Source: an optimization exercise on an open RTL-to-GDS flow (aim: small area, a short achievable clock period and few clock cycles). Production flows keep margins and buffers that such runs may drop.
Only simulation tests tie the RTL to the original design; equivalence was not proved.
No activity file was given, so power comes from the tool's default toggle rates.

build 72:
// four_channel_rate_limited_averager_top
module four_channel_rate_limited_averager_top (
	input  logic                          clk,
	input  logic                          arst_n,
	input  logic                          s_tvalid,
	output logic                          s_tready,
	input  logic [fcrla_pkg::IN_W-1:0]    s_tdata,
	input  logic [1:0]                    s_tuser,
	output logic                          m_tvalid,
	input  logic                          m_tready,
	output logic [fcrla_pkg::OUT_W-1:0]   m_tdata,
	input  logic                          cfg_we,
	input  logic [fcrla_pkg::IVAL_W-1:0]  cfg_data
);
Size in the first run: roughly 350 flip-flops, about 28,000 µm² of cells after synthesis.
==> flow/config.mk <==
export PLATFORM = sky130hd
export DESIGN_NAME = four_channel_rate_limited_averager_top
export DESIGN_NICKNAME = four_channel_rate_limited_averager_top
export VERILOG_FILES = /design/flow/design.v
export SDC_FILE = /design/flow/constraint.sdc
export NUM_CORES = 4
export LEC_CHECK = 0
export ABC_AREA = 1
export CAP_MARGIN = 20
export CORE_MARGIN = 2
export CORE_UTILIZATION = 40
export SETUP_SLACK_MARGIN = 2.3
export SLEW_MARGIN = 20
==> flow/constraint.sdc <==
create_clock -name core_clock -period 5.5 [get_ports {clk}]
set_input_delay 1.1000 -clock core_clock [delete_from_list [all_inputs] [get_ports {clk}]]
set_output_delay 1.1000 -clock core_clock [all_outputs]
set_load 0.01 [all_outputs]
run.sh (not shown) runs the stock make flow with config.mk's settings and CLKGATE_MAP_FILE= SYNTH_SCRIPT=/design/flow/synth_recipe.tcl, a recipe that flattens the netlist after the stock synthesis.
Build 72 finished every stage and its layout cleared the timing, DRC and antenna checks.
Testbench counts of build 72, summed over its fixed seeds: cycles 15,879.
Input-level comparison between build 20 and build 72:
- SETUP_SLACK_MARGIN now 2.0, was 2.3
- CORE_UTILIZATION now 60, was 40
- ABC_AREA no longer set, was 1
Area: build 20 vs build 72 -> build 20 smaller
Number of diodes: build 20 lower than build 72
Build 20 vs build 72, signal arrival time at the worst endpoint went up by 570 ps.
Build 20 vs build 72 — worst hold margin dropped 57 ps.
Build 20 vs build 72 — instance count after placement with tap cells included dropped 959.
Proportion of cell area occupied by multi-input gates: build 20 vs build 72 up 3.8 points
#### Input delta (build 80 over build 20)
- CORE_UTILIZATION now 40, was 60
- ABC_AREA now 1, previously not set
## What came out
Looking at end of the critical path, the end_q[16] result is from build 20; the g_lane[0].u_lane.div_q[16] one comes from build 80. Changes observed in build 80 relative to build 20: clock skew climbed 22 ps, non-clock buffer area fraction after layout now smaller. Changes observed in build 80 relative to build 20: required time reported for the critical path endpoint saw a decrease; number of nets in the layout moved up. compound AO/OA/AOI/OAI gates as the main combinational cell family by area after synthesis was reported by build 20, and simple AND/OR/NAND/NOR gates by build 80.

---

The RTL this note starts from:
==> flow/design.v <==
package fcrla_pkg;
	localparam int MAX_SAMPLES = 4096;
	localparam int SAMPLE_BITS = 16;
	localparam int LANES    = 4;
	localparam int AVG_W    = 16;
	localparam int COUNT_W  = 13;
	localparam int TIME_W   = 32;
	localparam int IVAL_W   = 16;
	localparam int TALLY_W  = $clog2(MAX_SAMPLES + 1);          
	localparam int TRIPLE_W = TALLY_W + 1;                      
	localparam int SUM_W    = SAMPLE_BITS + $clog2(MAX_SAMPLES);  
	localparam int REM_W    = SUM_W - AVG_W;                    
	localparam int STEPS    = AVG_W / 2;                        
	localparam int CNT_W    = $clog2(STEPS);
	localparam int IN_W     = 104;
	localparam int OUT_W    = 80;
	localparam logic [IVAL_W-1:0] EMIT_INTERVAL_RESET = IVAL_W'(1000);
endpackage
module fcrla_lane (
	input  logic                              clk,
	input  logic                              acc_zero,  
	input  logic                              add,
	input  logic [fcrla_pkg::SAMPLE_BITS-1:0] sample,
	input  logic                              follow,    
	input  logic                              step,
	input  logic [fcrla_pkg::TALLY_W-1:0]     d1,        
	input  logic [fcrla_pkg::TRIPLE_W-1:0]    d3,        
	output logic [fcrla_pkg::AVG_W-1:0]       avg
);
	localparam int SW = fcrla_pkg::SUM_W;
	localparam int RW = fcrla_pkg::REM_W;
	localparam int AW = fcrla_pkg::AVG_W;
	logic [SW-1:0]   acc_q;
	logic [AW:0]     lo_sum;
	logic [SW-AW-1:0] hi_inc;
	logic [SW-1:0]   acc_sum;
	logic [SW-1:0]   acc_d;
	logic [SW-1:0]   div_q;
	logic [RW+1:0]   r4;
	logic [RW+2:0]   s1, s2, s3;
	logic [RW-1:0]   rem;
	logic [1:0]      qd;
	assign lo_sum  = {1'b0, acc_q[AW-1:0]} + {1'b0, sample};
	assign hi_inc  = acc_q[SW-1:AW] + (SW-AW)'(1);
	assign acc_sum = {lo_sum[AW] ? hi_inc : acc_q[SW-1:AW], lo_sum[AW-1:0]};
	always_comb begin
		unique case ({acc_zero, add})
			2'b00: acc_d = acc_q;
			2'b01: acc_d = acc_sum;
			2'b10: acc_d = '0;
			2'b11: acc_d = SW'(sample);
		endcase
	end
	always_ff @(posedge clk) begin
		acc_q <= acc_d;
	end
	assign r4 = div_q[SW-1:AW-2];
	assign s1 = {1'b0, r4} - (RW+3)'(d1);
	assign s2 = {1'b0, r4} - (RW+3)'({d1, 1'b0});
	assign s3 = {1'b0, r4} - (RW+3)'(d3);
	always_comb begin
		if (!s3[RW+2]) begin
			qd  = 2'd3;
			rem = s3[RW-1:0];
		end else if (!s2[RW+2]) begin
			qd  = 2'd2;
			rem = s2[RW-1:0];
		end else if (!s1[RW+2]) begin
			qd  = 2'd1;
			rem = s1[RW-1:0];
		end else begin
			qd  = 2'd0;
			rem = r4[RW-1:0];
		end
	end
	always_ff @(posedge clk) begin
		if (follow) begin
			div_q <= acc_d;
		end else if (step) begin
			div_q <= {rem, div_q[AW-3:0], qd};
		end
	end
	assign avg = div_q[AW-1:0];
endmodule
module four_channel_rate_limited_averager_top (
	input  logic                          clk,
	input  logic                          arst_n,
	input  logic                          s_tvalid,
	output logic                          s_tready,
	input  logic [fcrla_pkg::IN_W-1:0]    s_tdata,
	input  logic [1:0]                    s_tuser,
	output logic                          m_tvalid,
	input  logic                          m_tready,
	output logic [fcrla_pkg::OUT_W-1:0]   m_tdata,
	input  logic                          cfg_we,
	input  logic [fcrla_pkg::IVAL_W-1:0]  cfg_data
);
	localparam int TW = fcrla_pkg::TALLY_W;
	localparam int XW = fcrla_pkg::TRIPLE_W;
	localparam int HW = fcrla_pkg::TIME_W / 2;
	logic [fcrla_pkg::IVAL_W-1:0] ival_q;
	logic                         cfgd_q;    
	logic                         stream_q;
	logic [2*HW-1:0]              last_q;
	logic [HW:0]                  end_q;     
	logic [2*HW-1:0]              cand_last_q;  
	logic [HW:0]                  cand_end_q;   
	logic                         take_last_q;  
	logic                         take_end_q;   
	logic [2*HW-1:0]              last_v;
	logic [HW:0]                  end_v;
	logic [TW-1:0]                tally_q;
	logic [XW-1:0]                triple_q;  
	logic                         ready_q;
	logic                         pend_q;    
	logic                         busy_q;    
	logic                         valid_q;   
	logic [fcrla_pkg::CNT_W-1:0]  cnt_q;
	logic [TW-1:0]                count_q;   
	logic [XW-1:0]                count3_q;
	logic                         accept;
	logic                         start;
	logic                         smp;
	logic [HW-1:0]                now_lo, now_hi, last_hi1;
	logic                         borrow;
	logic                         lt_end;
	logic                         in_window;
	logic                         hi_zero;
	logic                         emit;
	logic                         div_free;
	logic                         load;
	logic                         zero;
	logic                         add;
	logic                         done;
	logic                         busy_d, valid_d, pend_d, free_d;
	logic [TW-1:0]                tally_d, tally_inc;
	logic [XW-1:0]                triple_d, triple_inc;
	logic [HW-1:0]                cand_hi1, kept_hi1;
	logic                         cmd_smp, smp_ok;
	logic [HW:0]                  end_sum;
	logic [fcrla_pkg::AVG_W-1:0]  avg [fcrla_pkg::LANES];
	assign now_lo   = s_tdata[1 +: HW];
	assign now_hi   = s_tdata[1 + HW +: HW];
	assign div_free = !busy_q && !valid_q;
	assign load     = pend_q && div_free;
	assign s_tready = ready_q;
	assign accept   = s_tvalid && ready_q;
	assign cmd_smp  = s_tvalid && (s_tuser == 2'd0) && s_tdata[0];
	assign smp_ok   = ready_q && stream_q;
	assign start    = s_tvalid && (s_tuser == 2'd1) && ready_q;
	assign smp      = cmd_smp && smp_ok;
	assign zero     = load || start;
	assign add      = cmd_smp && smp_ok && (load || !tally_q[TW-1]);
	assign tally_inc  = tally_q + TW'(1);
	assign triple_inc = triple_q + XW'(3);
	assign tally_d    = zero ? TW'(add) : (add ? tally_inc : tally_q);
	assign triple_d   = zero ? (add ? XW'(3) : '0) : (add ? triple_inc : triple_q);
	assign last_v    = take_last_q ? cand_last_q : last_q;
	assign end_v     = take_end_q ? cand_end_q : end_q;
	assign last_hi1  = take_last_q ? cand_hi1 : kept_hi1;
	assign cand_hi1  = cand_last_q[2*HW-1:HW] + HW'(1);
	assign kept_hi1  = last_q[2*HW-1:HW] + HW'(1);
	assign borrow    = now_lo < last_v[HW-1:0];
	assign lt_end    = now_lo < end_v[HW-1:0];
	assign in_window = end_v[HW] ? (!borrow || lt_end) : (!borrow && lt_end);
	assign hi_zero   = borrow ? (now_hi == last_hi1) : (now_hi == last_v[2*HW-1:HW]);
	assign emit      = smp && hi_zero && in_window ? 1'b0 : smp;
	assign end_sum  = (cfgd_q ? {1'b0, last_v[HW-1:0]} : {1'b0, now_lo}) + (HW+1)'(ival_q);
	assign done    = busy_q && cnt_q == fcrla_pkg::CNT_W'(fcrla_pkg::STEPS - 1);
	assign busy_d  = load || (busy_q && !done);
	assign valid_d = done || (valid_q && !m_tready);
	assign free_d  = !busy_d && !valid_d;
	assign pend_d  = emit || (pend_q && !div_free);
	genvar g;
	generate
		for (g = 0; g < fcrla_pkg::LANES; g++) begin : g_lane
			fcrla_lane u_lane (
				.clk      (clk),
				.acc_zero (zero),
				.add      (add),
				.sample   (s_tdata[33 + 16*g +: fcrla_pkg::SAMPLE_BITS]),
				.follow   (free_d),
				.step     (load || busy_q),
				.d1       (count_q),
				.d3       (count3_q),
				.avg      (avg[g])
			);
		end
	endgenerate
	always_ff @(posedge clk) begin
		tally_q  <= tally_d;
		triple_q <= triple_d;
		if (free_d) begin
			count_q  <= tally_d;
			count3_q <= triple_d;
		end
		if (load) begin
			cnt_q <= fcrla_pkg::CNT_W'(1);
		end else if (busy_q) begin
			cnt_q <= cnt_q + fcrla_pkg::CNT_W'(1);
		end
	end
	always_ff @(posedge clk or negedge arst_n) begin
		if (!arst_n) begin
			ival_q <= fcrla_pkg::EMIT_INTERVAL_RESET;
			cfgd_q <= 1'b0;
		end else begin
			cfgd_q <= cfg_we;
			if (cfg_we) begin
				ival_q <= cfg_data;
			end
		end
	end
	always_ff @(posedge clk or negedge arst_n) begin
		if (!arst_n) begin
			stream_q <= 1'b0;
		end else if (accept && s_tuser == 2'd1) begin
			stream_q <= 1'b1;
		end else if (accept && s_tuser == 2'd2) begin
			stream_q <= 1'b0;
		end
	end
	always_ff @(posedge clk) begin
		cand_last_q <= {now_hi, now_lo};
		cand_end_q  <= end_sum;
	end
	always_ff @(posedge clk or negedge arst_n) begin
		if (!arst_n) begin
			last_q      <= '0;
			end_q       <= (HW+1)'(fcrla_pkg::EMIT_INTERVAL_RESET);
			take_last_q <= 1'b0;
			take_end_q  <= 1'b0;
		end else begin
			last_q      <= last_v;
			end_q       <= end_v;
			take_last_q <= emit;
			take_end_q  <= emit || cfgd_q;
		end
	end
	always_ff @(posedge clk or negedge arst_n) begin
		if (!arst_n) begin
			ready_q <= 1'b1;
			pend_q  <= 1'b0;
			busy_q  <= 1'b0;
			valid_q <= 1'b0;
		end else begin
			ready_q <= !cfg_we && !(pend_d && !free_d);
			pend_q  <= pend_d;
			busy_q  <= busy_d;
			valid_q <= valid_d;
		end
	end
	assign m_tvalid = valid_q;
	assign m_tdata  = {3'b000, count_q, avg[3], avg[2], avg[1], avg[0]};
endmodule
export LEC_CHECK = 0
export ABC_AREA = 1
export CAP_MARGIN = 20
export CORE_MARGIN = 2
export CORE_UTILIZATION = 40
export CTS_CLUSTER_DIAMETER = 100
export CTS_CLUSTER_SIZE = 24
export SETUP_SLACK_MARGIN = 2.65
export SLEW_MARGIN = 20
create_clock -name core_clock -period 5.5 [get_ports {clk}]
standard.sh (not shown) runs the stock make flow with config.mk's settings and CLKGATE_MAP_FILE= SYNTH_SCRIPT=/design/flow/synth_recipe.tcl, a recipe that flattens the netlist after the stock synthesis.
==> flow/flow/run.sh <==
#!/bin/bash
# The standard layout (the standard.sh: standard synthesis, floorplan, placement, CTS,
# routing), except that the port buffers placement inserts are plain buffers
# (sky130_fd_sc_hd__buf_1) instead of the delay cell ORFS picks by default. Every input and
# output port still gets its own buffer; resizing may upsize it later.
set -euo pipefail
export BUFFER_PORTS_ARGS="-buffer_cell sky130_fd_sc_hd__buf_1"
bash standard.sh finish > standard.log 2>&1
Testbench counts at the start, summed over its fixed seeds: cycles 15,879.
Change:
--- a/flow/config.mk
+++ b/flow/config.mk
@@ -13,3 +13,3 @@
 export CTS_CLUSTER_SIZE = 24
-export SETUP_SLACK_MARGIN = 2.65
+export SETUP_SLACK_MARGIN = 2.5
 export SLEW_MARGIN = 20
Effect: The changed run completed without violations; via count decreases by 4.2%; utilization decreases by 3.6 points; first-iteration DRC count decreases by 16%; power decreases by 9.1%; setup slack gets better by 67 ps; count of clock-buffer cells in the layout increases by 2.
Change:
--- a/flow/config.mk
+++ b/flow/config.mk
@@ -15 +15,2 @@
 export SLEW_MARGIN = 20
+export TNS_END_PERCENT = 0
Result: Global-route usage increases by 0.21 points; clock-buffer cell count falls by 3; cell count shrinks by 1.6%; area after synthesis stays the same; worst setup slack loses 87 ps; cell area shrinks by 4.7%; power decreases by 6.6%.
Change:
--- a/flow/config.mk
+++ b/flow/config.mk
@@ -7,3 +7,2 @@
 export LEC_CHECK = 0
-export ABC_AREA = 1
 export CAP_MARGIN = 20
@@ -15,2 +14 @@
 export SLEW_MARGIN = 20
-export TNS_END_PERCENT = 0
=> The changed run finished with timing, DRC and antenna clean. Final area rose by about 13%. Sequential power shrinks by 12%. Clock skew shrinks by 8.3 ps. Routed wire length went up by 3.9%. Power rose by about 9%. Non-clock buffer count went up by 204. Final cell count shrinks by about 8%. Clock-buffer cell count went up by 4.
Change:
--- a/flow/config.mk
+++ b/flow/config.mk
@@ -7,7 +7,9 @@
 export LEC_CHECK = 0
+export ABC_AREA = 1
 export CAP_MARGIN = 20
 export CORE_MARGIN = 2
-export CORE_UTILIZATION = 40
+export CORE_UTILIZATION = 55
 export CTS_CLUSTER_DIAMETER = 100
 export CTS_CLUSTER_SIZE = 24
+export PLACE_DENSITY = 0.75
 export SETUP_SLACK_MARGIN = 2.5
Result: The changed run finished with timing, DRC and antenna clean; first-iteration DRC count rose by a quarter to a third; total power rose slightly; cell area fell by a little under a tenth; register-to-register slack improves by 610 ps; routed wire length fell by a few percent; clock-buffer cell count fell by 1; cell count rose by a few percent.

port drivers added, routing unchanged:
No port has a modelled driver above. Below, the same layouts with a new extraction and two added sets of constraints.
Step 1: set_driving_cell puts a clkbuf_16 on clk and a buf_2 on each other input, an assumption about the parent block.
Step 2 also shifts input and output timing later by t, the mid clock arrival at the registers, as if the neighbouring blocks saw the same clock.
a / b / c = no drivers / after step 1 / after step 2; a / b = the first two.
| run | t (ns) | setup slack, ns | hold WS [ns] | cell pins on the clock port's net |
|---|---|---|---|---|
| build 72 | 0.641 | 2.282 / 2.291 / 1.675 | 0.430 / 0.386 / 0.471 | 1 |
| build 20 | 0.615 | 1.823 / 1.849 / 1.234 | 0.373 / 0.335 / 0.480 | 1 |
| build 80 | 0.628 | 2.107 / 2.107 / 1.518 | 0.467 / 0.467 / 0.467 | 1 |
| the first run of note 2 | 0.675 | 2.454 / 2.407 / 1.731 | 0.431 / 0.385 / 0.464 | 1 |
| the second run of note 2 | 0.631 | 2.521 / 2.521 / 1.977 | 0.408 / 0.369 / 0.477 | 1 |
| the third run of note 2 | 0.657 | 2.433 / 2.433 / 1.831 | 0.425 / 0.385 / 0.475 | 1 |
| the fourth run of note 2 | 0.633 | 1.838 / 1.838 / 1.442 | 0.477 / 0.477 / 0.477 | 1 |
| the fifth run of note 2 | 0.623 | 2.446 / 2.446 / 1.963 | 0.472 / 0.472 / 0.472 | 1 |
After both steps setup and hold are still met in every run listed. For the first run of note 2, which loses most, drivers alone change the setup slack by -0.047 ns; drivers and shift together by -0.723 ns.
